Background: an optimization exercise with open tools, aiming at small area and a short achievable clock period. Do not read the settings as production practice. Only simulation tests tie the RTL to the original design; equivalence was not proved. Power figures rest on the tool's default switching activity, not on a simulated workload.

==> flow/design.v <==
package srpt_pkg;
   localparam int PEER_ID_W = 14;
   localparam int RPC_ID_W = 14;
   localparam int PKTS_W = 10;
   localparam int OFFSET_W = 32;
   localparam int HDR_W = PEER_ID_W + RPC_ID_W + 2 * PKTS_W + OFFSET_W;
   localparam int STATE_W = 3;
   localparam int ENTRY_W = PEER_ID_W + RPC_ID_W + 2 * PKTS_W + STATE_W;
   localparam int E_STATE_LO = 0;
   localparam int E_GRANT_LO = STATE_W;
   localparam int E_RECV_LO  = E_GRANT_LO + PKTS_W;
   localparam int E_RPC_LO   = E_RECV_LO + PKTS_W;
   localparam int E_PEER_LO  = E_RPC_LO + RPC_ID_W;
   localparam logic [STATE_W-1:0] SRPT_EMPTY  = 3'b100;
   localparam logic [STATE_W-1:0] SRPT_ACTIVE = 3'b110;
   localparam logic [ENTRY_W-1:0] SRPT_ENTRY_NONE = {{(ENTRY_W - STATE_W){1'b0}}, SRPT_EMPTY};
endpackage
module srpt_header_intake (
   input  logic                           ap_clk,
   input  logic                           ap_rst,
   input  logic                           header_valid_i,
   input  logic [srpt_pkg::HDR_W-1:0]     header_i,
   output logic                           push_o,
   output logic [srpt_pkg::ENTRY_W-1:0]   push_entry_o,
   output logic                           retire_o,
   output logic [srpt_pkg::PEER_ID_W-1:0] retire_peer_o,
   output logic [srpt_pkg::RPC_ID_W-1:0]  retire_rpc_o
);
   localparam int PEER_ID_W = srpt_pkg::PEER_ID_W;
   localparam int RPC_ID_W  = srpt_pkg::RPC_ID_W;
   localparam int PKTS_W    = srpt_pkg::PKTS_W;
   localparam int OFFSET_W  = srpt_pkg::OFFSET_W;
   logic [PEER_ID_W-1:0] hdr_peer;
   logic [RPC_ID_W-1:0]  hdr_rpc;
   logic [PKTS_W-1:0]    hdr_msg_len;
   logic [PKTS_W-1:0]    hdr_incoming;
   logic [OFFSET_W-1:0]  hdr_offset;
   assign {hdr_peer, hdr_rpc, hdr_msg_len, hdr_incoming, hdr_offset} = header_i;
   logic hdr_useful;
   logic hdr_first;
   logic [srpt_pkg::ENTRY_W-1:0] new_entry;
   assign hdr_useful = hdr_msg_len > hdr_incoming;
   assign hdr_first  = (hdr_offset == '0);
   assign new_entry = {hdr_peer, hdr_rpc, PKTS_W'(1), hdr_msg_len - PKTS_W'(1),
                       srpt_pkg::SRPT_ACTIVE};
   always_ff @(posedge ap_clk) begin
      if (ap_rst) begin
         push_o   <= 1'b0;
         retire_o <= 1'b0;
      end else begin
         push_o   <= header_valid_i && hdr_useful && hdr_first;
         retire_o <= header_valid_i && hdr_useful && !hdr_first;
      end
   end
   always_ff @(posedge ap_clk) begin
      if (header_valid_i) begin
         push_entry_o  <= new_entry;
         retire_peer_o <= hdr_peer;
         retire_rpc_o  <= hdr_rpc;
      end
   end
endmodule
module srpt_queue #(
   parameter int QUEUE_DEPTH = 16
) (
   input  logic                         ap_clk,
   input  logic                         ap_rst,
   input  logic                         push_i,
   input  logic [srpt_pkg::ENTRY_W-1:0] push_entry_i,
   input  logic                         pop_i,
   output logic [srpt_pkg::ENTRY_W-1:0] head_o
);
   localparam int EW = srpt_pkg::ENTRY_W;
   localparam int KW = srpt_pkg::PKTS_W;
   localparam int GL = srpt_pkg::E_GRANT_LO;
   logic [QUEUE_DEPTH-1:0][EW-1:0] queue_q;
   logic [QUEUE_DEPTH-1:0][EW-1:0] base_q;
   logic [QUEUE_DEPTH-1:0][EW-1:0] ins_q;
   logic [QUEUE_DEPTH-1:0][EW-1:0] even_q;
   logic [QUEUE_DEPTH-1:0][EW-1:0] odd_q;
   function automatic logic entry_better(input logic [EW-1:0] a, input logic [EW-1:0] b);
      logic a_occ;
      logic b_occ;
      a_occ = (a[2:0] != srpt_pkg::SRPT_EMPTY);
      b_occ = (b[2:0] != srpt_pkg::SRPT_EMPTY);
      if (a_occ != b_occ) begin
         entry_better = a_occ;
      end else begin
         entry_better = a_occ && (a[GL +: KW] < b[GL +: KW]);
      end
   endfunction
   assign head_o = queue_q[0];
   always_comb begin
      for (int k = 0; k < QUEUE_DEPTH - 1; k++) begin
         base_q[k] = pop_i ? queue_q[k + 1] : queue_q[k];
      end
      base_q[QUEUE_DEPTH - 1] = pop_i ? srpt_pkg::SRPT_ENTRY_NONE : queue_q[QUEUE_DEPTH - 1];
   end
   always_comb begin
      ins_q = base_q;
      if (push_i) begin
         if (entry_better(push_entry_i, base_q[0])) begin
            ins_q[0] = push_entry_i;
            ins_q[1] = base_q[0];
         end else begin
            ins_q[0] = base_q[0];
            ins_q[1] = push_entry_i;
         end
         for (int k = 2; k < QUEUE_DEPTH; k++) begin
            ins_q[k] = base_q[k - 1];
         end
      end
   end
   always_comb begin
      even_q = ins_q;
      for (int k = 0; k + 1 < QUEUE_DEPTH; k += 2) begin
         if (entry_better(ins_q[k + 1], ins_q[k])) begin
            even_q[k]     = ins_q[k + 1];
            even_q[k + 1] = ins_q[k];
         end
      end
   end
   always_comb begin
      odd_q = even_q;
      for (int k = 1; k + 1 < QUEUE_DEPTH; k += 2) begin
         if (entry_better(even_q[k + 1], even_q[k])) begin
            odd_q[k]     = even_q[k + 1];
            odd_q[k + 1] = even_q[k];
         end
      end
   end
   always_ff @(posedge ap_clk) begin
      if (ap_rst) begin
         for (int k = 0; k < QUEUE_DEPTH; k++) begin
            queue_q[k] <= srpt_pkg::SRPT_ENTRY_NONE;
         end
      end else begin
         queue_q <= odd_q;
      end
   end
endmodule
module srpt_active_set #(
   parameter int MAX_OVERCOMMIT = 4
) (
   input  logic                           ap_clk,
   input  logic                           ap_rst,
   input  logic [srpt_pkg::ENTRY_W-1:0]   head_i,
   output logic                           pop_o,
   input  logic                           retire_i,
   input  logic [srpt_pkg::PEER_ID_W-1:0] retire_peer_i,
   input  logic [srpt_pkg::RPC_ID_W-1:0]  retire_rpc_i,
   input  logic                           grant_full_i,
   output logic                           grant_valid_o,
   output logic [srpt_pkg::ENTRY_W-1:0]   grant_o
);
   localparam int EW     = srpt_pkg::ENTRY_W;
   localparam int PL     = srpt_pkg::E_PEER_LO;
   localparam int RL     = srpt_pkg::E_RPC_LO;
   localparam int SLOT_W = (MAX_OVERCOMMIT > 1) ? $clog2(MAX_OVERCOMMIT) : 1;
   logic [MAX_OVERCOMMIT-1:0][EW-1:0] slot_q;
   logic [MAX_OVERCOMMIT-1:0] slot_empty;
   logic [MAX_OVERCOMMIT-1:0] slot_match;
   logic [SLOT_W-1:0] match_idx;
   logic              match_hit;
   logic [SLOT_W-1:0] free_idx;
   logic              free_hit;
   logic              head_occupied;
   always_comb begin
      for (int k = 0; k < MAX_OVERCOMMIT; k++) begin
         slot_empty[k] = (slot_q[k][2:0] == srpt_pkg::SRPT_EMPTY);
         slot_match[k] = !slot_empty[k] &&
                         (slot_q[k][PL +: srpt_pkg::PEER_ID_W] == retire_peer_i) &&
                         (slot_q[k][RL +: srpt_pkg::RPC_ID_W] == retire_rpc_i);
      end
   end
   always_comb begin
      match_idx = '0;
      match_hit = 1'b0;
      for (int k = 0; k < MAX_OVERCOMMIT; k++) begin
         if (!match_hit && slot_match[k]) begin
            match_idx = SLOT_W'(k);
            match_hit = 1'b1;
         end
      end
   end
   always_comb begin
      free_idx = '0;
      free_hit = 1'b0;
      for (int k = 0; k < MAX_OVERCOMMIT; k++) begin
         if (!free_hit && slot_empty[k]) begin
            free_idx = SLOT_W'(k);
            free_hit = 1'b1;
         end
      end
   end
   assign head_occupied = (head_i[2:0] != srpt_pkg::SRPT_EMPTY);
   assign pop_o = head_occupied && free_hit && !grant_full_i;
   always_ff @(posedge ap_clk) begin
      if (ap_rst) begin
         for (int k = 0; k < MAX_OVERCOMMIT; k++) begin
            slot_q[k] <= srpt_pkg::SRPT_ENTRY_NONE;
         end
         grant_valid_o <= 1'b0;
         grant_o       <= '0;
      end else begin
         for (int k = 0; k < MAX_OVERCOMMIT; k++) begin
            if (retire_i && match_hit && match_idx == SLOT_W'(k)) begin
               slot_q[k] <= srpt_pkg::SRPT_ENTRY_NONE;
            end
            if (pop_o && free_idx == SLOT_W'(k)) begin
               slot_q[k] <= head_i;
            end
         end
         if (pop_o) begin
            grant_o <= head_i;
         end
         grant_valid_o <= pop_o;
      end
   end
endmodule
module srpt_grant_top #(
   parameter int QUEUE_DEPTH    = 16,
   parameter int MAX_OVERCOMMIT = 4
) (
   input  logic        ap_clk,
   input  logic        ap_rst,
   input  logic        header_valid_i,
   input  logic [79:0] header_i,
   input  logic        grant_full_i,
   output logic        grant_valid_o,
   output logic [50:0] grant_o
);
   logic                           push;
   logic [srpt_pkg::ENTRY_W-1:0]   push_entry;
   logic                           retire;
   logic [srpt_pkg::PEER_ID_W-1:0] retire_peer;
   logic [srpt_pkg::RPC_ID_W-1:0]  retire_rpc;
   logic [srpt_pkg::ENTRY_W-1:0]   head;
   logic                           pop;
   srpt_header_intake u_intake (
      .ap_clk         (ap_clk),
      .ap_rst         (ap_rst),
      .header_valid_i (header_valid_i),
      .header_i       (header_i),
      .push_o         (push),
      .push_entry_o   (push_entry),
      .retire_o       (retire),
      .retire_peer_o  (retire_peer),
      .retire_rpc_o   (retire_rpc)
   );
   srpt_queue #(
      .QUEUE_DEPTH (QUEUE_DEPTH)
   ) u_queue (
      .ap_clk       (ap_clk),
      .ap_rst       (ap_rst),
      .push_i       (push),
      .push_entry_i (push_entry),
      .pop_i        (pop),
      .head_o       (head)
   );
   srpt_active_set #(
      .MAX_OVERCOMMIT (MAX_OVERCOMMIT)
   ) u_active (
      .ap_clk        (ap_clk),
      .ap_rst        (ap_rst),
      .head_i        (head),
      .pop_o         (pop),
      .retire_i      (retire),
      .retire_peer_i (retire_peer),
      .retire_rpc_i  (retire_rpc),
      .grant_full_i  (grant_full_i),
      .grant_valid_o (grant_valid_o),
      .grant_o       (grant_o)
   );
endmodule
==> flow/run.sh <==
#!/bin/bash
# synth_recipe.tcl (not shown) runs the flow's synth.tcl, then flattens the netlist and writes it again
# the make line also repeats each setting of config.mk as NAME=value (left out here)
make -C /OpenROAD-flow-scripts/flow DESIGN_CONFIG=/design/flow/config.mk WORK_HOME=/design/flow/orfs CLKGATE_MAP_FILE= SYNTH_SCRIPT=/design/flow/synth_recipe.tcl finish
==> flow/config.mk <==
export PLATFORM = sky130hd
export DESIGN_NAME = srpt_grant_top
export DESIGN_NICKNAME = srpt_grant_top
export VERILOG_FILES = /design/flow/design.v
export SDC_FILE = /design/flow/constraint.sdc
export NUM_CORES = 4
export LEC_CHECK = 0
export CAP_MARGIN = 20
export CORE_MARGIN = 2
export CORE_UTILIZATION = 40
export SLEW_MARGIN = 20
==> flow/constraint.sdc <==
create_clock -name core_clock -period 10.5 [get_ports {ap_clk}]
set_input_delay 2.1000 -clock core_clock [delete_from_list [all_inputs] [get_ports {ap_clk}]]
set_output_delay 2.1000 -clock core_clock [all_outputs]
set_load 0.01 [all_outputs]
==> results.cfg <==
[floorplan]
die_h_um = 415
rows = 150
start_util = 0.403
die_w_um = 415
die-area_um2 = 172000
ios = 136
core_um2 = 168000

[logic_synthesis]
syn_area_um2 = 67600
synth_edf_count = 38
synth_area_per_cell_um2 = 8.51
synth_cells = 7947
syn_nets = 8183
synth-async-reset-ratio = 0
ys_seq_area_frac = 0.311
yosys_warnings = 3
synth_flop_cell = dfxtp_1
ys_types = 100
ys_ff_latch = 1032

[critical_path]
arrival_ps = 10450
crit_top_cell = a21o_1
crit_fanout = 11
path_class = input pin to register
slowest_delay_ps = 460
endpoint_kind = register
start_kind = input pin
worstPathRequired_ps = 11140
crit_slowest_cell = a2111oi_2

[clocking]
h-tree-depth = 3
cts-root-buf = clkbuf_16
clk_latency_ps = 780
ctsHoldBuffers = 0
cts_made_buffers = 118
clock-sinks = 1032
tritoncts = done
clock_path_buffers = 3
clk_pin_slew_ps = 60

[final_layout]
layout_common_cells = 1483 x nand2_1, 1383 x mux2i_1, 993 x dfxtp_1
syn_to_final_growth_pct = 13.3
num-nets-final = 8170
drive_above_1_share = 0.159
fill_cells = 16172
layout_commonest_cell = nand2_1
fin_util = 0.457
n_antenna_cell = 0

[detailed_routing]
remaining_drc_errors = 0
wirelength_mm = 191
first_pass_iters = 8
drt_iter0_markers = 3858
vias = 58620
antenna_left = 0
vias_per_cell = 5.72
post_drt_wl_per_cell_um = 18.7

[sta]
worstMarginPinSlew_ps = 1110
rsz0062_at_grt = no
period_needed_ps = 9820
maxSlewViolCount = 0
finalCritPeriodShare = 0.935
timing.setup.tns_ps = 0
slew_headroom = 0.257
fmax_mhz = 102
fin_skew_ps = 54.0
finalSetupViolCount = 0
hold_violations = 0

[outcome]
outcome = no timing/DRC/antenna violations

[global_route]
overflow = 0
grt_max_degree = 228
antenna_found_initial = 0
grt_pass1_wl_mm = 304
grt_usage = 0.211
first_global_vias = 58736

[placed_design]
gp_congestion = 0.870
numPortBuffers = 135
dp_hpwl_mm = 130

[power_and_ir_drop]
p_total_mw = 14.9
peakVddDrop_uv = 157
power_density_nw_per_um2 = 195
leakagePower_nw = 33.9

[run]
max-cap-violations = 0

[hold_path]
hold_path.class = register to register
==> state kept, by name, indices dropped and copies added (netlist names) <==
signal,count
u_active.grant_o,51
u_intake.retire_peer_o,14
u_active.grant_valid_o,1
u_queue.queue_q,816
u_intake.retire_o,1
u_intake.push_o,1
u_intake.push_entry_o,11
u_active.slot_q,124
u_intake.retire_rpc_o,13
==> metrics by stage <==
step	cells	instance area (µm²)	setup slack, ps	hold WS, ps
after floorplan	7947	67700	11.2	431
after CTS	10232	76500	391	456
final	10240	76600	684	454
after global routing	10240	76600	189	467
after global placement	10010	72400	-233	446
after detailed placement	10010	72400	-359	448
==> power breakdown <==
group          internal [mW]  switching (mW)  leakage [nW]
clock                   2.52            1.80          2.00
sequential              4.26           0.362          8.40
combinational           2.57            3.43          23.5
==> area by class of cell <==
| cell class | count | area (µm²) | share of cell area |
|---|---|---|---|
| well taps | 2204 | 2760 | 0.0360 |
| flip-flops and latches | 1032 | 21000 | 0.275 |
| inverters | 127 | 484 | 0.00632 |
| clock buffers | 179 | 3490 | 0.0456 |
| clock inverters | 43 | 584 | 0.00763 |
| repair buffers | 533 | 4730 | 0.0617 |
| multi-input cells | 6122 | 43500 | 0.568 |
==> per-layer routing <==
| metal | vias to the layer above | wire length [µm] | track usage |
|---|---|---|---|
| li1 | 28393 | - | - |
| met1 | 28850 | 83100 | 0.261 |
| met2 | 1088 | 96400 | 0.382 |
| met3 | 289 | 7050 | 0.0241 |
| met4 | 0 | 4590 | 0.0615 |
| met5 | - | 0 | 0 |
==> synthesized netlist by cell type, types with 42 or more instances <==
master	number	area [µm²]
dfxtp_1	994	19900
xor2_1	48	420
nand3_1	66	330
buf_2	176	881
o21ai_0	142	711
a21o_1	64	480
mux2i_1	1383	13800
a22oi_1	201	1510
a221oi_1	43	377
nor2_1	393	1480
a21oi_1	737	3690
buf_1	91	342
xnor2_1	77	674
and3_1	52	325
nor3_1	45	225
inv_1	126	473
nand4_1	49	307
mux2_2	586	6600
clkbuf_1	369	1390
nand2_1	1485	5570
ha_1	152	1900
a211oi_1	131	983
a22o_1	42	368
==> worst max-delay path, delay by kind of cell <==
kind            cells  cell delay, ps
compound gates     20            4330
fa+ha+maj           3             820
buf+inv             8            1140
mux                 1             340
simple gates       11            1700
==> timing repair <==
| action | CTS | global route |
|---|---|---|
| setup buffers | 0 | 5 |
| endpoints found under the setup margin | 0 | 52 |
| resized for setup | 0 | 7 |
==> worst paths after layout <==
path	from	cells past startpoint	slack, ps	endpoint
worst max-delay path	grant_full_i	43	680	u_queue.queue_q[68]$_SDFF_PP0_
worst min-delay path	u_active.grant_o[40]$_SDFFE_PP0N_	2	450	u_active.grant_o[40]$_SDFFE_PP0N_
worst max register to register	u_active.slot_q[53]$_SDFFE_PP1P_	43	1230	u_queue.queue_q[68]$_SDFF_PP0_
worst min register to register	u_active.grant_o[40]$_SDFFE_PP0N_	2	450	u_active.grant_o[40]$_SDFFE_PP0N_
==> logic make-up (layout without fill, tap and decap cells) <==
kind of cell / Yosys count / after routing / share of synthesized area
AND/OR/NAND/NOR: 2278 / 2278 / 0.141
multiplexers: 1996 / 1996 / 0.307
AO/OA/AOI/OAI: 1570 / 1570 / 0.148
flip-flops: 1032 / 1032 / 0.311
buffers and inverters: 793 / 882 / 0.0492
adder cells (fa/ha/maj): 153 / 153 / 0.0283
XOR/XNOR: 125 / 125 / 0.0162

==> separate check: timing with driven ports <==
The flow's constraints put no driver on any port. The routed layout listed below was extracted and timed again, unchanged, in two steps. Step 1 sets driving cells, clkbuf_16 on the clock port and buf_2 on the other inputs (assumed; they add their load-dependent delay and slew). Step 2 times the ports against the registers' clock, not the clock port: input delays grow and output delays shrink by t, the midpoint of the rising clock arrivals with the driver on. Three values: ideal ports, drivers, drivers and shift; two values: the first two.
t, ns: 0.840
setup slack, ns: 0.684 / 0.753 / -0.087
hold slack, ns: 0.454 / 0.454 / 0.454
worst slew at a driven data input, ns: 0.06
pins driven straight from the clock port: 1
With both steps, setup timing fails in this run, where it was met with ideal ports. For this run, drivers alone change the setup slack by +0.069 ns; drivers and shift together by -0.771 ns.
